This is an optimization exercise on Yosys and OpenROAD, whose aim is small area, a short achievable clock period and few clock cycles per item, not a production implementation. Function was not checked in any run shown here: the RTL went through the layout flow alone.

**design/flow/design.v**
```verilog
package mult_stage_pkg;
  localparam int DWD     = 16;
  localparam int PSUMDWD = 32;
  localparam int PEROW   = 4;
  localparam int SLW     = 4;
  localparam int NSL     = DWD / SLW;
  localparam int SIW     = $clog2(NSL);
  localparam int NTW     = 3;
  typedef enum logic [2:0] {XNOR = 3'd0, P1, P2, P3, P4} ms_mode_e;
  typedef enum logic [1:0] {MS_IDLE, MS_CALC, MS_HOLD} ms_fsm_e;
  typedef struct packed {
    logic [3:0] ssctl;
    logic [3:0] ssppctl;
  } ms_out_ctl_t;
  typedef struct packed {
    logic [2:0]     mode;
    logic [NTW-1:0] inumt;
    logic [NTW-1:0] wnumt;
    logic [DWD-1:0] au_mask;
    ms_out_ctl_t    pass;
  } ms_ctl_t;
endpackage
import mult_stage_pkg::*;
module mult_fa (input logic a, b, c, output logic s, co);
  assign s  = a ^ b ^ c;
  assign co = (a & b) | (a & c) | (b & c);
endmodule
module mult_fa1 (input logic a, b, output logic s, co);
  assign s  = ~(a ^ b);
  assign co = a | b;
endmodule
module mult_ha (input logic a, b, output logic s, co);
  assign s  = a ^ b;
  assign co = a & b;
endmodule
module mult_slice_lane
(
  input  logic               is_x,      
  input  logic [3:0]         sa,        
  input  logic [3:0]         wen,       
  input  logic [DWD-1:0]     a,
  input  logic [DWD-1:0]     w,
  input  logic [DWD-1:0]     mx,        
  input  logic [DWD-1:0]     nmx,       
  output logic [PSUMDWD-1:0] cs_p,      
  output logic [PSUMDWD-1:0] cs_g       
);
  logic [PSUMDWD-1:0] cs_s, cs_c;
  logic [DWD-1:0] ae;
  logic [16:0] ax;
  logic [16:0] pp [8];
  logic [7:0]  nb;
  logic [15:0] xb, zb;
  assign ae[3:0]   = a[3:0];
  assign ae[7:4]   = sa[0] ? {4{a[3]}} : a[7:4];
  assign ae[11:8]  = sa[0] ? {4{a[3]}} : sa[1] ? {4{a[7]}} : a[11:8];
  assign ae[15:12] = sa[0] ? {4{a[3]}} : sa[1] ? {4{a[7]}} : sa[2] ? {4{a[11]}} : a[15:12];
  assign ax = {ae[15], ae};
  always_comb begin
    for (int j = 0; j < 8; j++) begin
      logic b2, b1, b0, en, one, two, ng, nx;
      b2  = w[2*j+1];
      b1  = w[2*j];
      b0  = (j == 0) ? 1'b0 : w[2*j-1];
      en  = wen[j/2];
      one = en & (b1 ^ b0);
      two = en & ((b2 & ~b1 & ~b0) | (~b2 & b1 & b0));
      ng  = en & b2 & ~(b1 & b0);
      nx  = (j == 2) ? (ng | is_x) : ng;
      nb[j] = (j == 2) ? (ng & ~is_x) : ng;
      for (int k = 0; k < 17; k++)
        pp[j][k] = ((one & ax[k]) | (two & ((k == 0) ? 1'b0 : ax[k-1]))) ^ nx;
    end
  end
  assign xb = ~(a ^ w) & mx;
  assign zb = xb | nmx;
  logic s1, c1;
  logic s2, c2;
  logic s3, c3;
  logic s4, c4;
  logic s5, c5;
  logic s6, c6;
  logic s7, c7;
  logic s8, c8;
  logic s9, c9;
  logic s10, c10;
  logic s11, c11;
  logic s12, c12;
  logic s13, c13;
  logic s14, c14;
  logic s15, c15;
  logic s16, c16;
  logic s17, c17;
  logic s18, c18;
  logic s19, c19;
  logic s20, c20;
  logic s21, c21;
  logic s22, c22;
  logic s23, c23;
  logic s24, c24;
  logic s25, c25;
  logic s26, c26;
  logic s27, c27;
  logic s28, c28;
  logic s29, c29;
  logic s30, c30;
  logic s31, c31;
  logic s32, c32;
  logic s33, c33;
  logic s34, c34;
  logic s35, c35;
  logic s36, c36;
  logic s37, c37;
  logic s38, c38;
  logic s39, c39;
  logic s40, c40;
  logic s41, c41;
  logic s42, c42;
  logic s43, c43;
  logic s44, c44;
  logic s45, c45;
  logic s46, c46;
  logic s47, c47;
  logic s48, c48;
  logic s49, c49;
  logic s50, c50;
  logic s51, c51;
  logic s52, c52;
  logic s53, c53;
  logic s54, c54;
  logic s55, c55;
  logic s56, c56;
  logic s57, c57;
  logic s58, c58;
  logic s59, c59;
  logic s60, c60;
  logic s61, c61;
  logic s62, c62;
  logic s63, c63;
  logic s64, c64;
  logic s65, c65;
  logic s66, c66;
  logic s67, c67;
  logic s68, c68;
  logic s69, c69;
  logic s70, c70;
  logic s71, c71;
  logic s72, c72;
  logic s73, c73;
  logic s74, c74;
  logic s75, c75;
  logic s76, c76;
  logic s77, c77;
  logic s78, c78;
  logic s79, c79;
  logic s80, c80;
  logic s81, c81;
  logic s82, c82;
  logic s83, c83;
  logic s84, c84;
  logic s85, c85;
  logic s86, c86;
  logic s87, c87;
  logic s88, c88;
  logic s89, c89;
  logic s90, c90;
  logic s91, c91;
  logic s92, c92;
  logic s93, c93;
  logic s94, c94;
  logic s95, c95;
  logic s96, c96;
  logic s97, c97;
  logic s98, c98;
  logic s99, c99;
  logic s100, c100;
  logic s101, c101;
  logic s102, c102;
  logic s103, c103;
  logic s104, c104;
  logic s105, c105;
  logic s106, c106;
  logic s107, c107;
  logic s108, c108;
  logic s109, c109;
  logic s110, c110;
  logic s111, c111;
  logic s112, c112;
  logic s113, c113;
  logic s114, c114;
  logic s115, c115;
  logic s116, c116;
  logic s117, c117;
  logic s118, c118;
  logic s119, c119;
  logic s120, c120;
  logic s121, c121;
  logic s122, c122;
  logic s123, c123;
  logic s124, c124;
  logic s125, c125;
  logic s126, c126;
  logic s127, c127;
  logic s128, c128;
  logic s129, c129;
  logic s130, c130;
  logic s131, c131;
  logic s132, c132;
  logic s133, c133;
  logic s134, c134;
  logic s135, c135;
  logic s136, c136;
  logic s137, c137;
  logic s138, c138;
  logic s139, c139;
  logic s140, c140;
  logic s141, c141;
  logic s142, c142;
  logic s143, c143;
  logic s144, c144;
  mult_fa u1 (.a(xb[0]), .b(zb[0]), .c(xb[1]), .s(s1), .co(c1));
  mult_fa u2 (.a(zb[1]), .b(xb[2]), .c(zb[2]), .s(s2), .co(c2));
  mult_fa u3 (.a(xb[3]), .b(zb[3]), .c(xb[4]), .s(s3), .co(c3));
  mult_fa u4 (.a(zb[4]), .b(xb[5]), .c(zb[5]), .s(s4), .co(c4));
  mult_fa u5 (.a(xb[6]), .b(zb[6]), .c(xb[7]), .s(s5), .co(c5));
  mult_fa u6 (.a(zb[7]), .b(xb[8]), .c(zb[8]), .s(s6), .co(c6));
  mult_fa u7 (.a(xb[9]), .b(zb[9]), .c(xb[10]), .s(s7), .co(c7));
  mult_ha u8 (.a(zb[10]), .b(xb[11]), .s(s8), .co(c8));
  mult_fa u9 (.a(zb[11]), .b(xb[12]), .c(zb[12]), .s(s9), .co(c9));
  mult_fa u10 (.a(xb[13]), .b(zb[13]), .c(xb[14]), .s(s10), .co(c10));
  mult_fa u11 (.a(zb[14]), .b(xb[15]), .c(zb[15]), .s(s11), .co(c11));
  mult_fa u12 (.a(nb[0]), .b(s8), .c(s9), .s(s12), .co(c12));
  mult_fa u13 (.a(s10), .b(s11), .c(s4), .s(s13), .co(c13));
  mult_fa u14 (.a(c8), .b(c9), .c(c10), .s(s14), .co(c14));
  mult_fa u15 (.a(c11), .b(c4), .c(c5), .s(s15), .co(c15));
  mult_ha u16 (.a(c6), .b(c7), .s(s16), .co(c16));
  mult_fa u17 (.a(s5), .b(s6), .c(s7), .s(s17), .co(c17));
  mult_ha u18 (.a(s1), .b(s2), .s(s18), .co(c18));
  mult_fa u19 (.a(c1), .b(c2), .c(c3), .s(s19), .co(c19));
  mult_fa u20 (.a(pp[0][1]), .b(s16), .c(s14), .s(s20), .co(c20));
  mult_ha u21 (.a(s15), .b(c12), .s(s21), .co(c21));
  mult_fa u22 (.a(nb[1]), .b(pp[0][2]), .c(pp[1][0]), .s(s22), .co(c22));
  mult_ha u23 (.a(c16), .b(c14), .s(s23), .co(c23));
  mult_ha u24 (.a(nb[5]), .b(pp[0][10]), .s(s24), .co(c24));
  mult_ha u25 (.a(pp[0][11]), .b(pp[1][9]), .s(s25), .co(c25));
  mult_fa u26 (.a(nb[6]), .b(pp[0][12]), .c(pp[1][10]), .s(s26), .co(c26));
  mult_ha u27 (.a(pp[2][8]), .b(pp[3][6]), .s(s27), .co(c27));
  mult_fa u28 (.a(pp[0][13]), .b(pp[1][11]), .c(pp[2][9]), .s(s28), .co(c28));
  mult_ha u29 (.a(pp[3][7]), .b(pp[4][5]), .s(s29), .co(c29));
  mult_fa u30 (.a(nb[7]), .b(pp[0][14]), .c(pp[1][12]), .s(s30), .co(c30));
  mult_fa u31 (.a(pp[2][10]), .b(pp[3][8]), .c(pp[4][6]), .s(s31), .co(c31));
  mult_ha u32 (.a(pp[5][4]), .b(pp[6][2]), .s(s32), .co(c32));
  mult_fa u33 (.a(pp[0][15]), .b(pp[1][13]), .c(pp[2][11]), .s(s33), .co(c33));
  mult_fa u34 (.a(pp[3][9]), .b(pp[4][7]), .c(pp[5][5]), .s(s34), .co(c34));
  mult_ha u35 (.a(pp[6][3]), .b(pp[7][1]), .s(s35), .co(c35));
  mult_fa1 u36 (.a(~pp[0][16]), .b(pp[1][14]), .s(s36), .co(c36));
  mult_fa u37 (.a(pp[2][12]), .b(pp[3][10]), .c(pp[4][8]), .s(s37), .co(c37));
  mult_fa u38 (.a(pp[5][6]), .b(pp[6][4]), .c(pp[7][2]), .s(s38), .co(c38));
  mult_fa1 u39 (.a(pp[1][15]), .b(pp[2][13]), .s(s39), .co(c39));
  mult_fa u40 (.a(pp[3][11]), .b(pp[4][9]), .c(pp[5][7]), .s(s40), .co(c40));
  mult_ha u41 (.a(pp[6][5]), .b(pp[7][3]), .s(s41), .co(c41));
  mult_fa u42 (.a(~pp[1][16]), .b(pp[2][14]), .c(pp[3][12]), .s(s42), .co(c42));
  mult_fa u43 (.a(pp[4][10]), .b(pp[5][8]), .c(pp[6][6]), .s(s43), .co(c43));
  mult_fa1 u44 (.a(pp[2][15]), .b(pp[3][13]), .s(s44), .co(c44));
  mult_ha u45 (.a(pp[4][11]), .b(pp[5][9]), .s(s45), .co(c45));
  mult_fa u46 (.a(~pp[2][16]), .b(pp[3][14]), .c(pp[4][12]), .s(s46), .co(c46));
  mult_fa u47 (.a(s3), .b(pp[0][0]), .c(s18), .s(s47), .co(c47));
  mult_fa u48 (.a(c18), .b(s19), .c(c17), .s(s48), .co(c48));
  mult_ha u49 (.a(c13), .b(s21), .s(s49), .co(c49));
  mult_fa u50 (.a(c19), .b(c15), .c(s22), .s(s50), .co(c50));
  mult_fa u51 (.a(c21), .b(s23), .c(c20), .s(s51), .co(c51));
  mult_fa u52 (.a(pp[0][3]), .b(pp[1][1]), .c(c22), .s(s52), .co(c52));
  mult_ha u53 (.a(nb[2]), .b(pp[0][4]), .s(s53), .co(c53));
  mult_ha u54 (.a(nb[3]), .b(pp[0][6]), .s(s54), .co(c54));
  mult_ha u55 (.a(pp[0][7]), .b(pp[1][5]), .s(s55), .co(c55));
  mult_fa u56 (.a(nb[4]), .b(pp[0][8]), .c(pp[1][6]), .s(s56), .co(c56));
  mult_ha u57 (.a(pp[2][4]), .b(pp[3][2]), .s(s57), .co(c57));
  mult_fa u58 (.a(pp[0][9]), .b(pp[1][7]), .c(pp[2][5]), .s(s58), .co(c58));
  mult_ha u59 (.a(pp[3][3]), .b(pp[4][1]), .s(s59), .co(c59));
  mult_fa u60 (.a(pp[1][8]), .b(pp[2][6]), .c(pp[3][4]), .s(s60), .co(c60));
  mult_fa u61 (.a(pp[4][2]), .b(pp[5][0]), .c(s24), .s(s61), .co(c61));
  mult_fa u62 (.a(pp[2][7]), .b(pp[3][5]), .c(pp[4][3]), .s(s62), .co(c62));
  mult_fa u63 (.a(pp[5][1]), .b(c24), .c(s25), .s(s63), .co(c63));
  mult_fa u64 (.a(pp[4][4]), .b(pp[5][2]), .c(pp[6][0]), .s(s64), .co(c64));
  mult_fa u65 (.a(c25), .b(s27), .c(s26), .s(s65), .co(c65));
  mult_fa u66 (.a(pp[5][3]), .b(pp[6][1]), .c(c27), .s(s66), .co(c66));
  mult_fa u67 (.a(s29), .b(c26), .c(s28), .s(s67), .co(c67));
  mult_fa u68 (.a(pp[7][0]), .b(c29), .c(s32), .s(s68), .co(c68));
  mult_fa u69 (.a(c28), .b(s30), .c(s31), .s(s69), .co(c69));
  mult_fa u70 (.a(c32), .b(s35), .c(c30), .s(s70), .co(c70));
  mult_fa u71 (.a(c31), .b(s33), .c(s34), .s(s71), .co(c71));
  mult_fa u72 (.a(c35), .b(c33), .c(c34), .s(s72), .co(c72));
  mult_fa u73 (.a(s36), .b(s37), .c(s38), .s(s73), .co(c73));
  mult_fa u74 (.a(s41), .b(c36), .c(c37), .s(s74), .co(c74));
  mult_fa u75 (.a(c38), .b(s39), .c(s40), .s(s75), .co(c75));
  mult_fa u76 (.a(pp[7][4]), .b(c41), .c(c39), .s(s76), .co(c76));
  mult_fa u77 (.a(c40), .b(s42), .c(s43), .s(s77), .co(c77));
  mult_fa u78 (.a(pp[6][7]), .b(pp[7][5]), .c(s45), .s(s78), .co(c78));
  mult_fa u79 (.a(c42), .b(c43), .c(s44), .s(s79), .co(c79));
  mult_fa u80 (.a(pp[5][10]), .b(pp[6][8]), .c(pp[7][6]), .s(s80), .co(c80));
  mult_fa u81 (.a(c45), .b(c44), .c(s46), .s(s81), .co(c81));
  mult_fa u82 (.a(pp[4][13]), .b(pp[5][11]), .c(pp[6][9]), .s(s82), .co(c82));
  mult_fa u83 (.a(pp[7][7]), .b(~pp[3][15]), .c(c46), .s(s83), .co(c83));
  mult_fa u84 (.a(pp[3][15]), .b(~pp[3][16]), .c(pp[4][14]), .s(s84), .co(c84));
  mult_fa u85 (.a(pp[5][12]), .b(pp[6][10]), .c(pp[7][8]), .s(s85), .co(c85));
  mult_fa1 u86 (.a(pp[4][15]), .b(pp[5][13]), .s(s86), .co(c86));
  mult_ha u87 (.a(pp[6][11]), .b(pp[7][9]), .s(s87), .co(c87));
  mult_fa u88 (.a(~pp[4][16]), .b(pp[5][14]), .c(pp[6][12]), .s(s88), .co(c88));
  mult_ha u89 (.a(s17), .b(s12), .s(s89), .co(c89));
  mult_fa u90 (.a(c47), .b(s20), .c(s48), .s(s90), .co(c90));
  mult_fa u91 (.a(c48), .b(c49), .c(s50), .s(s91), .co(c91));
  mult_fa u92 (.a(c23), .b(c50), .c(s52), .s(s92), .co(c92));
  mult_fa u93 (.a(pp[1][2]), .b(pp[2][0]), .c(s53), .s(s93), .co(c93));
  mult_fa u94 (.a(pp[0][5]), .b(pp[1][3]), .c(pp[2][1]), .s(s94), .co(c94));
  mult_fa u95 (.a(pp[1][4]), .b(pp[2][2]), .c(pp[3][0]), .s(s95), .co(c95));
  mult_fa u96 (.a(pp[2][3]), .b(pp[3][1]), .c(c54), .s(s96), .co(c96));
  mult_fa u97 (.a(pp[4][0]), .b(c55), .c(s57), .s(s97), .co(c97));
  mult_fa u98 (.a(c57), .b(s59), .c(c56), .s(s98), .co(c98));
  mult_fa u99 (.a(c59), .b(c58), .c(s60), .s(s99), .co(c99));
  mult_fa u100 (.a(c60), .b(s62), .c(c61), .s(s100), .co(c100));
  mult_fa u101 (.a(c62), .b(s64), .c(c63), .s(s101), .co(c101));
  mult_fa u102 (.a(c64), .b(s66), .c(c65), .s(s102), .co(c102));
  mult_fa u103 (.a(c66), .b(s68), .c(c67), .s(s103), .co(c103));
  mult_fa u104 (.a(c68), .b(c69), .c(s70), .s(s104), .co(c104));
  mult_fa u105 (.a(c70), .b(c71), .c(s72), .s(s105), .co(c105));
  mult_fa u106 (.a(c72), .b(c73), .c(s74), .s(s106), .co(c106));
  mult_fa u107 (.a(c74), .b(c75), .c(s76), .s(s107), .co(c107));
  mult_fa u108 (.a(c76), .b(s78), .c(c77), .s(s108), .co(c108));
  mult_fa u109 (.a(s80), .b(c78), .c(c79), .s(s109), .co(c109));
  mult_fa u110 (.a(c80), .b(s82), .c(c81), .s(s110), .co(c110));
  mult_fa u111 (.a(c82), .b(s84), .c(s85), .s(s111), .co(c111));
  mult_fa u112 (.a(s87), .b(c84), .c(c85), .s(s112), .co(c112));
  mult_fa u113 (.a(pp[7][10]), .b(c87), .c(c86), .s(s113), .co(c113));
  mult_fa u114 (.a(pp[6][13]), .b(pp[7][11]), .c(~pp[5][15]), .s(s114), .co(c114));
  mult_fa u115 (.a(pp[5][15]), .b(~pp[5][16]), .c(pp[6][14]), .s(s115), .co(c115));
  mult_ha u116 (.a(s13), .b(s89), .s(s116), .co(c116));
  mult_fa u117 (.a(c89), .b(s49), .c(s90), .s(s117), .co(c117));
  mult_fa u118 (.a(c90), .b(s51), .c(s91), .s(s118), .co(c118));
  mult_fa u119 (.a(c51), .b(c91), .c(s92), .s(s119), .co(c119));
  mult_fa u120 (.a(s93), .b(c52), .c(c92), .s(s120), .co(c120));
  mult_fa u121 (.a(c53), .b(s94), .c(c93), .s(s121), .co(c121));
  mult_fa u122 (.a(s54), .b(c94), .c(s95), .s(s122), .co(c122));
  mult_fa u123 (.a(s55), .b(c95), .c(s96), .s(s123), .co(c123));
  mult_fa u124 (.a(s56), .b(c96), .c(s97), .s(s124), .co(c124));
  mult_fa u125 (.a(s58), .b(c97), .c(s98), .s(s125), .co(c125));
  mult_fa u126 (.a(c98), .b(s61), .c(s99), .s(s126), .co(c126));
  mult_fa u127 (.a(s63), .b(c99), .c(s100), .s(s127), .co(c127));
  mult_fa u128 (.a(s65), .b(c100), .c(s101), .s(s128), .co(c128));
  mult_fa u129 (.a(s67), .b(c101), .c(s102), .s(s129), .co(c129));
  mult_fa u130 (.a(s69), .b(c102), .c(s103), .s(s130), .co(c130));
  mult_fa u131 (.a(s71), .b(c103), .c(s104), .s(s131), .co(c131));
  mult_fa u132 (.a(s73), .b(c104), .c(s105), .s(s132), .co(c132));
  mult_fa u133 (.a(s75), .b(c105), .c(s106), .s(s133), .co(c133));
  mult_fa u134 (.a(s77), .b(c106), .c(s107), .s(s134), .co(c134));
  mult_fa u135 (.a(s79), .b(c107), .c(s108), .s(s135), .co(c135));
  mult_fa u136 (.a(s81), .b(c108), .c(s109), .s(s136), .co(c136));
  mult_fa u137 (.a(s83), .b(c109), .c(s110), .s(s137), .co(c137));
  mult_fa u138 (.a(c83), .b(s111), .c(c110), .s(s138), .co(c138));
  mult_fa u139 (.a(s86), .b(c111), .c(s112), .s(s139), .co(c139));
  mult_fa u140 (.a(s88), .b(c112), .c(s113), .s(s140), .co(c140));
  mult_fa u141 (.a(c88), .b(s114), .c(c113), .s(s141), .co(c141));
  mult_fa u142 (.a(pp[7][12]), .b(c114), .c(s115), .s(s142), .co(c142));
  mult_fa u143 (.a(pp[7][13]), .b(~pp[6][15]), .c(c115), .s(s143), .co(c143));
  mult_fa u144 (.a(pp[6][15]), .b(~pp[6][16]), .c(pp[7][14]), .s(s144), .co(c144));
  assign cs_s = {1'b1, pp[7][15], ~pp[7][15], s144, c142, s142, c140, c139, s139, c137, c136, c135, c134, c133, c132, c131, c130, c129, c128, c127, c126, c125, c124, c123, c122, s122, s121, c119, c118, c117, c116, s47};
  assign cs_c = {1'b0, ~pp[7][16], c144, c143, s143, c141, s141, s140, c138, s138, s137, s136, s135, s134, s133, s132, s131, s130, s129, s128, s127, s126, s125, s124, s123, c121, c120, s120, s119, s118, s117, s116};
  assign cs_p = cs_s ^ cs_c;
  assign cs_g = cs_s & cs_c;
endmodule
import mult_stage_pkg::*;
module mult_stage
(
  input  logic                            i_clk,
  input  logic                            i_rst,
  input  logic                            FS_rdy,
  output logic                            FS_ack,
  input  logic [32:0]                     i_ctl,
  input  logic [PEROW*DWD-1:0]            i_input,
  input  logic [PEROW*DWD-1:0]            i_weight,
  input  logic [PEROW*PSUMDWD-1:0]        i_psum,
  output logic                            MS_rdy,
  input  logic                            MS_ack,
  output logic [PEROW*PSUMDWD-1:0]        o_prod,
  output logic [PEROW*PSUMDWD-1:0]        o_psum,
  output logic [7:0]                      o_ctl
);
  mult_stage_pkg::ms_ctl_t ctl;
  assign ctl = i_ctl;
  function automatic [3:0] numt_oh(input [NTW-1:0] n);
    case (n)
      3'd0, 3'd1: numt_oh = 4'b0001;
      3'd2:       numt_oh = 4'b0010;
      3'd3:       numt_oh = 4'b0100;
      default:    numt_oh = 4'b1000;
    endcase
  endfunction
  logic full, ld, is_mul, is_x;
  logic [3:0] sa, wen;
  logic [DWD-1:0] mx, nmx;
  logic [PEROW*PSUMDWD-1:0] cs_p, cs_g, p_q, g_q;
  assign MS_rdy = full;
  assign ld     = !full || MS_ack;
  assign FS_ack = FS_rdy && ld;
  assign is_x   = ctl.mode == XNOR;
  assign is_mul = (ctl.mode != XNOR) && (ctl.mode <= P4);
  assign sa     = numt_oh(ctl.inumt);
  assign wen    = {4{is_mul}} & {ctl.wnumt >= 3'd4, ctl.wnumt >= 3'd3, ctl.wnumt >= 3'd2, 1'b1};
  assign mx     = {DWD{is_x}} & ctl.au_mask;
  assign nmx    = {DWD{is_x}} & ~ctl.au_mask;
  always_ff @(posedge i_clk) begin
    if (i_rst)       full <= 1'b0;
    else if (FS_ack) full <= 1'b1;
    else if (MS_ack) full <= 1'b0;
  end
  always_ff @(posedge i_clk) begin
    if (ld) begin
      p_q    <= cs_p;
      g_q    <= cs_g;
      o_psum <= i_psum;
      o_ctl  <= ctl.pass;
    end
  end
  for (genvar r = 0; r < PEROW; r++) begin : g_lane
    mult_slice_lane u_lane (
      .is_x   (is_x),
      .sa     (sa),
      .wen    (wen),
      .a      (i_input[DWD*r +: DWD]),
      .w      (i_weight[DWD*r +: DWD]),
      .mx     (mx),
      .nmx    (nmx),
      .cs_p   (cs_p[PSUMDWD*r +: PSUMDWD]),
      .cs_g   (cs_g[PSUMDWD*r +: PSUMDWD])
    );
    logic [PSUMDWD-1:0] gg, pp;
    always_comb begin
      gg = g_q[PSUMDWD*r +: PSUMDWD];
      pp = p_q[PSUMDWD*r +: PSUMDWD];
      for (int l = 0; l < 5; l++)
        for (int i = 0; i < PSUMDWD; i++)
          if ((i >> l) & 1) begin
            gg[i] = gg[i] | (pp[i] & gg[((i >> l) << l) - 1]);
            pp[i] = pp[i] & pp[((i >> l) << l) - 1];
          end
    end
    assign o_prod[PSUMDWD*r +: PSUMDWD] = p_q[PSUMDWD*r +: PSUMDWD] ^ {gg[PSUMDWD-2:0], 1'b0};
  end
endmodule
```
**design/flow/flow/run.sh**
```bash
#!/bin/bash
# The standard layout, with every port buffered by a minimum-size buffer
# (sky130_fd_sc_hd__buf_1) instead of the delay cell buffer_ports picks by itself.
set -euo pipefail
bash standard.sh "BUFFER_PORTS_ARGS=-buffer_cell sky130_fd_sc_hd__buf_1" finish > standard_make.log 2>&1
```
**design/flow/standard.sh**
```bash
#!/bin/bash
# synth_recipe.tcl (not shown) runs the flow's synth.tcl, then flattens the netlist and writes it again
# the make line also repeats each setting of config.mk as NAME=value (left out here)
make -C /OpenROAD-flow-scripts/flow DESIGN_CONFIG=/design/flow/config.mk WORK_HOME=/design/flow/orfs CLKGATE_MAP_FILE= SYNTH_SCRIPT=/design/flow/synth_recipe.tcl "${@:-finish}"
```
**design/flow/config.mk**
```make
export PLATFORM = sky130hd
export DESIGN_NAME = mult_stage
export DESIGN_NICKNAME = mult_stage
export VERILOG_FILES = /design/flow/design.v
export SDC_FILE = /design/flow/constraint.sdc
export NUM_CORES = 4
export LEC_CHECK = 0
export CAP_MARGIN = 20
export CORE_MARGIN = 2
export CORE_UTILIZATION = 40
export SETUP_SLACK_MARGIN = 4.5
export SLEW_MARGIN = 20
export TNS_END_PERCENT = 0
```
**design/flow/constraint.sdc**
```tcl
create_clock -name core_clock -period 10.0 [get_ports {i_clk}]
set_input_delay 2.0000 -clock core_clock [delete_from_list [all_inputs] [get_ports {i_clk}]]
set_output_delay 2.0000 -clock core_clock [all_outputs]
set_load 0.01 [all_outputs]
```
==> flow_summary.yaml, run 1 <==
run_status:
  status: "timing/DRC/antenna clean"
setup_path:
  ff2ff_path_depth: 3
  r2r_slack_ns: 7.28
  timing.rr.start: "full$_SDFFE_PP0P_"
  worstPathRequired_ns: 10.39
  setup.worst_path.end_class: "flip-flop"
  cp_max_fo: 7
  rr_endpoint: "g_q[27]$_DFFE_PN_"
  critPathKind: "primary input to flip-flop"
  start_kind: "primary input"
  arrival_ns: 5.96
sta:
  rsz0062_at_grt: "yes"
  period_minus_slack_ns: 5.574
  worst_pin_slew_ns: 1.100
  timing.hold.ws_ns: 0.9711
  fmax_mhz: 179.4
  finalSetupTns_ns: 0
  setup_ws_ns: 4.426
  setup_viol_count_final: 0
  hold_violations: 0
  slew_viol_final: 0
  min_period_over_period_pct: 55.74
  finalClockSkew_ns: 0.02099
  slew_headroom_pct: 26.68
detailed_routing:
  first_iter_violations: 2884
  vias_per_cell: 5.422
  dr_total_vias: 34430
  wl_per_cell_um: 22.19
  dr.pass1.iters: 7
  routed_wl_mm: 140.9
  drtAntennaViolNets: 0
  drc: 0
synth:
  synth_cell_types: 82
  synth_edf_count: 384
  yosys-top-cells-area: "edfxtp_1 27%, fa_1 21%, xnor2_1 10%"
  yosys_warnings: 4
  async_flop_share_pct: 0
  ys_seq_area_share_pct: 27.04
  synth_area_um2: 42720
  ys.flop_type: "edfxtp_1"
  synth_top_area_share_pct: 26.99
  synth-seq-cells: 385
  synth_nets: 5285
  syn_inst: 4271
  yosys.area.top_type: "edfxtp_1"
  syn_area_per_cell_um2: 10.00
cts:
  htree_levels: 2
  tritoncts: "built"
  ctsHoldBuffers: 0
  cts_buffers: 47
  cts_sinks: 385
  ctsRootBufferMaster: "clkbuf_16"
  ctsLongestPathBuffers: 3
  path_clk_slew_ns: 0.06
  clk_latency_ns: 0.65
layout:
  nets: 5880
  syn2layout_area_growth_pct: 19.19
  drive_above_1_share_pct: 12.48
  multi_input_comb_area_um2: 29410
  final-seq-area_um2: 11550
  final_common_cell: "buf_1"
  final_cell_mix: "548 x buf_1, 531 x inv_1, 479 x xnor2_1, 431 x fa_1, 384 x edfxtp_1"
  fill_cells: 9992
die:
  fp.dieH_um: 330.8
  fp-row-count: 119
  core_um2: 105600
  dieArea_um2: 109400
  pin_count: 559
  die_w_um: 330.8
  start_util_pct: 40.47
placed_design:
  place_congestion: 0.9526
  post-place-ws_ns: 2.550
  dpl.hpwl_mm: 107.0
  place.port_buffers: 558
global_route:
  antenna_found_initial: 91
  grt-ovfl-total: 0
  grt_max_degree: 165
  grt.total_usage_pct: 24.85
  grt_pass1_wl_mm: 205.0
  grt_pass1_vias: 33640
worst_hold_path:
  hold_class: "flip-flop to flip-flop"
  holdPathEnd: "o_psum[96]$_DFFE_PN_"
  worstHoldStart: "full$_SDFFE_PP0P_"
  hold_depth: 1
run:
  drv_cap: 0
## sequential cells by signal (all words and copies together), names as in the netlist
register,count
full,1
g_q,124
o_ctl,8
o_psum,128
p_q,124
## repair_timing
| action | 4_1_cts | 5_1_grt |
|---|---|---|
| setup endpoints to repair | 205 | 137 |
| pin swaps | 9 | 54 |
| resized for setup | 165 | 235 |
| cloned | 2 | 8 |
| buffers inserted | 47 | 88 |
## per-stage QoR
| stage | std cells | util, % | instance area, µm² |
|---|---|---|---|
| 6_report | 6350 | 48.23 | 50920 |
| 5_1_grt | 6330 | 48.19 | 50870 |
| 4_1_cts | 6199 | 46.32 | 48900 |
| 3_5_place_dp | 6063 | 43.84 | 46280 |
| 3_3_place_gp | 6063 | 43.84 | 46280 |
| 2_1_floorplan | 4271 | - | 42730 |
## worst max-delay path: stages
cell	delay, ns
buf_2	0.11
nor2_4	0.05
ha_4	0.36
buf_6	0.12
buf_6	0.09
buf_8	0.12
buf_12	0.15
buf_16	0.14
nand3b_1	0.15
buf_12	0.20
buf_12	0.13
xor2_4	0.17
fa_1	0.47
fa_2	0.36
fa_1	0.51
inv_1	0.05
fa_1	0.47
inv_1	0.04
ha_1	0.25
## how the worst max path moves through the flow
stage,start,end,cells after the start
finish,i_ctl[31],p_q[19]$_DFFE_PN_,19
global route,i_input[51],p_q[112]$_DFFE_PN_,15
CTS,i_ctl[28],p_q[113]$_DFFE_PN_,15
detailed placement,i_ctl[30],p_q[19]$_DFFE_PN_,16
global placement,i_ctl[30],p_q[19]$_DFFE_PN_,16
floorplan,MS_ack,FS_ack,2
## Yosys cell counts, drive strengths merged (79+ instances only)
library cell,n
a22oi,155
xnor2,488
inv,550
fa,442
o21ai,108
nand2,286
buf,79
edfxtp,384
o22ai,270
xor2,183
nor2,207
clkbuf,169
a21oi,165
ha,279
## layout make-up
type	count	area share, %
clock buffers	55	2.369
repair buffers	792	8.677
diodes	55	0.2703
flip-flops and latches	385	22.69
multi-input cells	3088	57.76
well taps	1391	3.418
clock inverters	32	0.6856
inverters	552	4.133
## layer usage
layer | routed length, µm | part of all wire, % | track usage [%] | vias up
met5 | 446 | 0.32 | 0 | -
li1 | - | - | - | 15700
met4 | 5527 | 3.9 | 10.53 | 68
met3 | 14180 | 10 | 7.258 | 329
met2 | 64800 | 46 | 39.43 | 1479
met1 | 55930 | 40 | 31.58 | 16860
## cell families after synthesis
| kind of cell | count (synthesis) | share of synthesized area (%) |
|---|---|---|
| compound gates | 883 | 13.65 |
| buf+inv | 800 | 7.278 |
| simple gates | 784 | 8.695 |
| fa+ha+maj | 722 | 28.91 |
| xor+xnor | 671 | 13.76 |
| flops | 385 | 27.04 |
| mux | 26 | 0.6795 |
==> run 2, diff against run 1 <==
==> design/flow/design.v (replaced) <==
package mult_stage_pkg;
  localparam int DWD     = 16;
  localparam int PSUMDWD = 32;
  localparam int PEROW   = 4;
  localparam int SLW     = 4;
  localparam int NSL     = DWD / SLW;
  localparam int SIW     = $clog2(NSL);
  localparam int NTW     = 3;
  typedef enum logic [2:0] {XNOR = 3'd0, P1, P2, P3, P4} ms_mode_e;
  typedef enum logic [1:0] {MS_IDLE, MS_CALC, MS_HOLD} ms_fsm_e;
  typedef struct packed {
    logic [3:0] ssctl;
    logic [3:0] ssppctl;
  } ms_out_ctl_t;
  typedef struct packed {
    logic [2:0]     mode;
    logic [NTW-1:0] inumt;
    logic [NTW-1:0] wnumt;
    logic [DWD-1:0] au_mask;
    ms_out_ctl_t    pass;
  } ms_ctl_t;
endpackage
import mult_stage_pkg::*;
module mult_slice_lane
(
  input  logic               is_mul,    
  input  logic               is_x,      
  input  logic [3:0]         si,        
  input  logic [3:0]         sw,        
  input  logic [DWD-1:0]     a,
  input  logic [DWD-1:0]     w,
  input  logic [DWD-1:0]     mask,
  output logic [PSUMDWD-1:0] prod
);
  logic [DWD-1:0] ae, we;
  logic signed [PSUMDWD-1:0] p;
  logic [5:0] pc, pm;
  logic signed [PSUMDWD-1:0] xv;
  always_comb begin
    ae = ({DWD{si[0]}} & {{12{a[3]}},  a[3:0]})
       | ({DWD{si[1]}} & {{8{a[7]}},   a[7:0]})
       | ({DWD{si[2]}} & {{4{a[11]}},  a[11:0]})
       | ({DWD{si[3]}} & a);
    we = ({DWD{sw[0]}} & {{12{w[3]}},  w[3:0]})
       | ({DWD{sw[1]}} & {{8{w[7]}},   w[7:0]})
       | ({DWD{sw[2]}} & {{4{w[11]}},  w[11:0]})
       | ({DWD{sw[3]}} & w);
    if (!is_mul) ae = '0;
  end
  assign p  = $signed(ae) * $signed(we);
  assign pc = $countones(~(a ^ w) & mask);
  assign pm = $countones(mask);
  assign xv = PSUMDWD'($signed({pc, 1'b0}) - $signed({1'b0, pm}));
  assign prod = is_x ? xv : p;
endmodule
import mult_stage_pkg::*;
module mult_stage
(
  input  logic                            i_clk,
  input  logic                            i_rst,
  input  logic                            FS_rdy,
  output logic                            FS_ack,
  input  logic [32:0]                     i_ctl,
  input  logic [PEROW*DWD-1:0]            i_input,
  input  logic [PEROW*DWD-1:0]            i_weight,
  input  logic [PEROW*PSUMDWD-1:0]        i_psum,
  output logic                            MS_rdy,
  input  logic                            MS_ack,
  output logic [PEROW*PSUMDWD-1:0]        o_prod,
  output logic [PEROW*PSUMDWD-1:0]        o_psum,
  output logic [7:0]                      o_ctl
);
  mult_stage_pkg::ms_ctl_t ctl;
  assign ctl = i_ctl;
  function automatic [3:0] numt_oh(input [NTW-1:0] n);
    case (n)
      3'd0, 3'd1: numt_oh = 4'b0001;
      3'd2:       numt_oh = 4'b0010;
      3'd3:       numt_oh = 4'b0100;
      default:    numt_oh = 4'b1000;
    endcase
  endfunction
  logic full, is_mul, is_x;
  logic [3:0] si, sw;
  logic [PEROW*PSUMDWD-1:0] prod;
  assign MS_rdy = full;
  assign FS_ack = FS_rdy && (!full || MS_ack);
  assign is_x   = ctl.mode == XNOR;
  assign is_mul = (ctl.mode != XNOR) && (ctl.mode <= P4);
  assign si     = numt_oh(ctl.inumt);
  assign sw     = numt_oh(ctl.wnumt);
  always_ff @(posedge i_clk) begin
    if (i_rst)       full <= 1'b0;
    else if (FS_ack) full <= 1'b1;
    else if (MS_ack) full <= 1'b0;
  end
  always_ff @(posedge i_clk) begin
    if (FS_ack) begin
      o_prod <= prod;
      o_psum <= i_psum;
      o_ctl  <= ctl.pass;
    end
  end
  for (genvar r = 0; r < PEROW; r++) begin : g_lane
    mult_slice_lane u_lane (
      .is_mul (is_mul),
      .is_x   (is_x),
      .si     (si),
      .sw     (sw),
      .a      (i_input[DWD*r +: DWD]),
      .w      (i_weight[DWD*r +: DWD]),
      .mask   (ctl.au_mask),
      .prod   (prod[PSUMDWD*r +: PSUMDWD])
    );
  end
endmodule
==> design/flow/run.sh (new file) <==
#!/bin/bash
# synth_recipe.tcl (not shown) runs the flow's synth.tcl, then flattens the netlist and writes it again
# the make line also repeats each setting of config.mk as NAME=value (left out here)
make -C /OpenROAD-flow-scripts/flow DESIGN_CONFIG=/design/flow/config.mk WORK_HOME=/design/flow/orfs CLKGATE_MAP_FILE= SYNTH_SCRIPT=/design/flow/synth_recipe.tcl finish
--- a/design/flow/config.mk
+++ b/design/flow/config.mk
@@ -8,6 +8,4 @@
 export CAP_MARGIN = 20
 export CORE_MARGIN = 2
 export CORE_UTILIZATION = 40
-export SETUP_SLACK_MARGIN = 4.5
 export SLEW_MARGIN = 20
-export TNS_END_PERCENT = 0
removed: design/flow/flow/run.sh
removed: design/flow/standard.sh
==> run 2 against run 1 <==
Against the previous run:
- area after synthesis grew 23%
- critical endpoint is now o_prod[28]$_DFFE_PP_
- cell area is 25% higher
- hold slack worse by 0.41 ns
- clock-buffer cell count is 10 lower
- via count grew 17%
- die area rose by 22%
- register-to-register slack worse by 0.39 ns
- first-iteration DRC count fell by 11%
==> flow_summary.yaml, run 2 <==
cts:
  path_clk_slew_ns: 0.06
  cts_buffers: 35
  ctsResizeCount: 0
  tritoncts: "built"
  ctsRootBufferMaster: "clkbuf_16"
  cts_setup_buffers: 0
  cts_sinks: 265
  ctsHoldBuffers: 0
  ctsLongestPathBuffers: 3
  clk_latency_ns: 0.64
  htree_levels: 2
detailed_routing:
  wl_per_cell_um: 22.36
  vias_per_cell: 5.027
  dr_total_vias: 40370
  drc: 0
  routed_wl_mm: 179.6
  dr.pass1.iters: 6
  first_iter_violations: 2576
  drtAntennaViolNets: 0
sta:
  slew_viol_final: 0
  slew_headroom_pct: 28.79
  worst_pin_slew_ns: 1.057
  hold_violations: 0
  period_minus_slack_ns: 9.575
  min_period_over_period_pct: 95.75
  fmax_mhz: 104.4
  setup_viol_count_final: 0
  finalSetupTns_ns: 0
  rsz0062_at_grt: "no"
  finalClockSkew_ns: 0.04529
synth:
  synth_edf_count: 264
  syn_area_per_cell_um2: 9.574
  yosys-top-cells-area: "fa_1 42%, edfxtp_1 15%, ha_1 8.8%"
  synth_nets: 7241
  ys.flop_type: "edfxtp_1"
  syn_inst: 5476
  synth-seq-cells: 265
  synth_top_area_share_pct: 42.08
  synth_cell_types: 64
  ys_seq_area_share_pct: 15.16
  synth_area_um2: 52430
  synthTopCellsByCount: "1230 x inv_1, 1102 x fa_1, 569 x nand2_1, 474 x nor2_1, 370 x ha_1"
  yosys_warnings: 2
  async_flop_share_pct: 0
  post-synth-top-count-cell: "inv_1"
  yosys.area.top_type: "fa_1"
global_route:
  grt_pass1_wl_mm: 272.6
  grt.total_usage_pct: 27.30
  grt_pass1_vias: 43520
  antenna_found_initial: 34
  grt-ovfl-total: 0
  grt_max_degree: 131
layout:
  nets: 8014
  fill_cells: 12340
  instances_no_fill: 8031
  final_common_cell: "inv_1"
  drive_above_1_share_pct: 7.729
  top_regs: "o_prod (128), o_psum (128), o_ctl (8)"
  final_cell_mix: "1230 x inv_1, 1102 x fa_1, 569 x nand2_1, 556 x clkdlybuf4s50_1, 473 x nor2_1"
  utilization_pct: 49.07
  syn2layout_area_growth_pct: 21.50
die:
  start_util_pct: 40.39
  dieArea_um2: 134000
  fp.dieH_um: 366.0
  pin_count: 559
  die_w_um: 366.0
  core_um2: 129800
  fp-row-count: 132
setup_path:
  crit_top_cell: "fa_1"
  arrival_ns: 9.92
  slowest_stage: "ha_4"
  start_kind: "primary input"
  worstPathRequired_ns: 10.35
  crit_buf_inv: 7
  crit_path_max_incr_delay_ns: 0.76
  setup.worst_path.end_class: "flip-flop"
  cp_max_fo: 72
  critPathKind: "primary input to flip-flop"
  crit_family: "adder cells"
worst_hold_path:
  hold_class: "flip-flop to flip-flop"
run_status:
  status: "timing/DRC/antenna clean"
placed_design:
  place_congestion: 0.9700
  dpl.hpwl_mm: 155.6
  post-place-cells: 7954
  place.port_buffers: 558
run:
  drv_cap: 0
-- run 2: cell types whose count changed after synthesis, sizes merged, moves of 91 or more --
cell and delta:
and3 +130, xor2 -122, ha +91, xnor2 -313
o22ai -261, fa +660, nor2 +267, inv +680
nand2 +283, a22oi -152, edfxtp -120
-- run 2: per-layer routing --
| metal | up-vias | routed length [µm] | track usage [%] |
|---|---|---|---|
| met5 | - | 185 | 0 |
| met1 | 20530 | 73040 | 34.90 |
| met3 | 278 | 14350 | 6.600 |
| met2 | 1317 | 84030 | 44.54 |
| li1 | 18210 | - | - |
| met4 | 30 | 8006 | 10.93 |
-- run 2: kinds of logic after synthesis --
group	synth area share [%]
fa+ha+maj	50.91
buf+inv	10.37
compound gates	6.406
xor+xnor	3.943
mux	0.3556
simple gates	12.86
flops	15.16
-- run 2: worst paths after layout --
check | depth (start not counted) | slack, ns | endpoint | startpoint
worst min register to register | 2 | 0.57 | full$_SDFFE_PP0P_ | full$_SDFFE_PP0P_
worst max register to register | 4 | 6.89 | o_prod[79]$_DFFE_PP_ | full$_SDFFE_PP0P_
worst max-delay path | 26 | 0.43 | o_prod[28]$_DFFE_PP_ | i_ctl[31]
worst min-delay path | 2 | 0.57 | full$_SDFFE_PP0P_ | full$_SDFFE_PP0P_
-- run 2: metrics by stage --
step | setup WS, ns | instance area, µm² | hold slack, ns
floorplan | 0.6330 | 52440 | 0.5682
global placement | -0.1383 | 62510 | 0.5582
detailed placement | -0.1778 | 62510 | 0.5581
CTS | 0.4583 | 63650 | 0.5667
global route | 0.06425 | 63670 | 0.6088
finish | 0.4255 | 63700 | 0.5658
-- run 2: final cells by class --
type | count | area (µm²) | area share (%)
diodes | 14 | 35.03 | 0.05500
clock buffers | 45 | 913.4 | 1.434
clock inverters | 18 | 227.7 | 0.3575
inverters | 1230 | 4617 | 7.248
multi-input cells | 3765 | 39080 | 61.35
flip-flops and latches | 265 | 7948 | 12.48
well taps | 1742 | 2180 | 3.422
repair buffers | 952 | 8696 | 13.65
-- run 2: tightest hold or removal path, cell delays in order, from the launching register on --
cell and delay, ns:
dfxtp_1 0.34, a21oi_1 0.13, nor2_1 0.05
==> run 3, diff against run 2 <==
--- a/design/flow/design.v
+++ b/design/flow/design.v
@@ -32,8 +32,13 @@
   input  logic [DWD-1:0]     mask,
   output logic [PSUMDWD-1:0] prod
 );
+  localparam logic [31:0] SEXT_C = 32'hAAAB0000;
   logic [DWD-1:0] ae, we;
-  logic signed [PSUMDWD-1:0] p;
+  logic [16:0] ax;
+  logic [PSUMDWD-1:0] p;
+  logic [PSUMDWD-1:0] row [8];
+  logic [7:0] neg;
+  logic [16:0] pp [8];
   logic [5:0] pc, pm;
   logic signed [PSUMDWD-1:0] xv;
   always_comb begin
@@ -47,7 +52,25 @@
        | ({DWD{sw[3]}} & w);
     if (!is_mul) ae = '0;
   end
-  assign p  = $signed(ae) * $signed(we);
+  assign ax = {ae[15], ae};
+  always_comb begin
+    for (int j = 0; j < 8; j++) begin
+      logic b2, b1, b0, one, two;
+      b2 = we[2*j+1];
+      b1 = we[2*j];
+      b0 = (j == 0) ? 1'b0 : we[2*j-1];
+      one    = b1 ^ b0;
+      two    = (b2 & ~b1 & ~b0) | (~b2 & b1 & b0);
+      neg[j] = b2 & ~(b1 & b0);
+      for (int k = 0; k < 17; k++)
+        pp[j][k] = ((one & ax[k]) | (two & ((k == 0) ? 1'b0 : ax[k-1]))) ^ neg[j];
+    end
+    row[0] = {15'b0, ~pp[0][16], pp[0][15:0]};
+    for (int j = 1; j < 8; j++)
+      row[j] = PSUMDWD'({~pp[j][16], pp[j][15:0], 1'b0, neg[j-1]} << (2*j-2));
+  end
+  assign p = row[0] + row[1] + row[2] + row[3] + row[4] + row[5] + row[6] + row[7]
+           + (SEXT_C | (PSUMDWD'(neg[7]) << 14));
   assign pc = $countones(~(a ^ w) & mask);
   assign pm = $countones(mask);
   assign xv = PSUMDWD'($signed({pc, 1'b0}) - $signed({1'b0, pm}));
==> run 3 against run 2 <==
Against the previous run:
- via count decreased by 9.2%
- routed wire length decreased by 17%
- critical path depth increased by 5
- synthesized cell count decreased by 16%
- critical endpoint is now o_prod[127]$_DFFE_PP_
- hold slack improved by 0.0069 ns
==> flow_summary.yaml, run 3 <==
cts:
  clk_latency_ns: 0.64
  ctsLongestPathBuffers: 3
  tritoncts: "built"
  cts_buffers: 35
  cts_setup_buffers: 0
  ctsHoldBuffers: 0
  ctsResizeCount: 0
  cts_sinks: 265
  ctsRootBufferMaster: "clkbuf_16"
  htree_levels: 2
  path_clk_slew_ns: 0.06
synth:
  syn_inst: 4579
  synth_cell_types: 91
  synth_nets: 5644
  synth_top_area_share_pct: 18.85
  yosys-top-cells-area: "edfxtp_1 19%, fa_1 16%, ha_1 13%"
  yosys_warnings: 4
  syn_area_per_cell_um2: 9.183
  ys.flop_type: "edfxtp_1"
  async_flop_share_pct: 0
  synth_edf_count: 264
  yosys.area.top_type: "edfxtp_1"
  synth-seq-cells: 265
  synthTopCellsByCount: "454 x xnor2_1, 446 x ha_1, 414 x a22oi_1, 411 x inv_1, 326 x fa_1"
  ys_seq_area_share_pct: 18.90
  post-synth-top-count-cell: "xnor2_1"
  synth_area_um2: 42050
layout:
  drive_above_1_share_pct: 8.833
  top_regs: "o_prod (128), o_psum (128), o_ctl (8)"
  final_cell_mix: "553 x clkdlybuf4s50_1, 454 x xnor2_1, 445 x ha_1, 414 x a22oi_1, 411 x inv_1"
  syn2layout_area_growth_pct: 22.43
  stdcell_area_um2: 51480
  final_common_cell: "clkdlybuf4s50_1"
  nets: 6215
sta:
  fmax_mhz: 106.3
  setup_ws_ns: 0.5950
  worst_pin_slew_ns: 1.072
  min_period_over_period_pct: 94.05
  slew_headroom_pct: 28.28
  timing.hold.ws_ns: 0.5726
  hold_violations: 0
  finalClockSkew_ns: 0.05914
  slew_viol_final: 0
  rsz0062_at_grt: "no"
  setup_viol_count_final: 0
  period_minus_slack_ns: 9.405
  finalSetupTns_ns: 0
worst_hold_path:
  worstHoldStart: "full$_SDFFE_PP0P_"
  hold_class: "flip-flop to flip-flop"
detailed_routing:
  first_iter_violations: 3066
  dr_total_vias: 36670
  vias_per_cell: 5.584
  routed_wl_mm: 149.6
  drc: 0
  dr.pass1.iters: 5
  drtAntennaViolNets: 0
  wl_per_cell_um: 22.79
placed_design:
  placed_area_um2: 50330
  place.port_buffers: 558
  dpl.hpwl_mm: 121.2
  place_congestion: 0.9286
  post-place-ws_ns: -0.1520
die:
  die_w_um: 328.2
  pin_count: 559
  start_util_pct: 40.46
  fp.dieH_um: 328.2
  dieArea_um2: 107700
  fp-row-count: 118
  core_um2: 103900
setup_path:
  crit_start: "i_ctl[30]"
  cp_max_fo: 33
  crit_top_cell: "fa_1"
  worstPathRequired_ns: 10.29
  slowest_stage: "fa_1"
  setup.worst_path.end_class: "flip-flop"
  critPathKind: "primary input to flip-flop"
  crit_path_max_incr_delay_ns: 0.52
  arrival_ns: 9.70
  start_kind: "primary input"
  timing.rr.start: "full$_SDFFE_PP0P_"
run:
  drv_cap: 0
global_route:
  grt.total_usage_pct: 27.24
  grt_max_degree: 66
  grt_pass1_wl_mm: 223.4
  grt_pass1_vias: 35910
  antenna_found_initial: 37
  grt-ovfl-total: 0
run_status:
  status: "timing/DRC/antenna clean"
run 3: kinds of logic (layout without fill, tap and decap cells):
| group | Yosys count | in the layout | share of synthesized area [%] |
|---|---|---|---|
| AOI/OAI and AO/OA | 1322 | 1322 | 20.95 |
| adders and majority gates | 772 | 772 | 28.79 |
| buffers and inverters | 746 | 1341 | 7.043 |
| xor gates and xnor gates | 743 | 743 | 15.48 |
| and+or+nand+nor | 685 | 685 | 7.683 |
| DFF | 265 | 265 | 18.90 |
| muxes | 46 | 46 | 1.160 |
| other | 0 | 13 | 0 |
run 3: final timing paths:
path                                         endpoint  slack, ns  depth (start not counted)
worst max register to register    o_prod[7]$_DFFE_PP_       6.16                          5
worst min register to register      full$_SDFFE_PP0P_       0.57                          2
worst max-delay path            o_prod[127]$_DFFE_PP_       0.60                         31
worst min-delay path                full$_SDFFE_PP0P_       0.57                          2
run 3: final cells by class:
cell class,count,area (µm²)
fill,9882,52460
multi-input combinational,3568,31190
sequential,265,7948
timing repair buffer,860,7903
tap,1380,1727
inverter,420,1577
clock buffer,40,894.6
clock inverter,21,211.5
antenna,13,32.53
run 3: critical path: cells and delay by family:
kind	cells	cell delay [ns]
muxes	1	0.13
xor gates and xnor gates	1	0.16
buffers and inverters	4	0.84
AOI/OAI and AO/OA	12	2.69
adders and majority gates	7	2.95
and+or+nand+nor	6	0.86
run 3: stage by stage:
| stage | std cells | utilization, % |
|---|---|---|
| 2_1_floorplan | 4579 | - |
| 3_3_place_gp | 6493 | 48.43 |
| 3_5_place_dp | 6493 | 48.43 |
| 4_1_cts | 6554 | 49.49 |
| 5_1_grt | 6561 | 49.51 |
| 6_report | 6567 | 49.53 |
run 3: per-layer routing:
| layer | global-route usage [%] | up-vias | part of all wire [%] |
|---|---|---|---|
| met4 | 7.346 | 34 | 2.7 |
| met2 | 44.56 | 1381 | 46 |
| met5 | 0 | - | 0.14 |
| li1 | - | 17180 | - |
| met3 | 6.443 | 202 | 8.5 |
| met1 | 35.97 | 17880 | 43 |

-- static timing again, ports no longer ideal --
Ports are ideal in the flow. The routed layouts listed here were re-timed in OpenROAD. Step 1: set_driving_cell puts a clkbuf_16 on i_clk and a buf_2 on each other input, an assumption about the parent block. Step 2 adds t to the input delays and takes it off the output delays; t is the mean of the earliest and latest rising clock arrival at the registers after step 1. Input paths then give back, and output paths get back, about the clock's delay inside the block. Slacks: ideal ports / drivers / drivers and shift; pairs: ideal ports / drivers.
run | t, ns | setup slack, ns | latest minus earliest clock arrival (ns) | worst register clock-pin slew, ns | pins driven straight from the clock port
run 1 | 0.708 | 4.426 / 4.380 / 3.673 | 0.025 / 0.025 | 0.06 / 0.06 | 1
run 2 | 0.693 | 0.425 / 0.421 / -0.272 | 0.067 / 0.067 | 0.08 / 0.08 | 1
run 3 | 0.674 | 0.595 / 0.636 / -0.039 | 0.067 / 0.067 | 0.06 / 0.06 | 1
With both steps, setup timing fails in run 2 and run 3, where it was met with ideal ports. For run 1, which loses most, drivers alone change the setup slack by -0.046 ns; drivers and shift together by -0.753 ns.
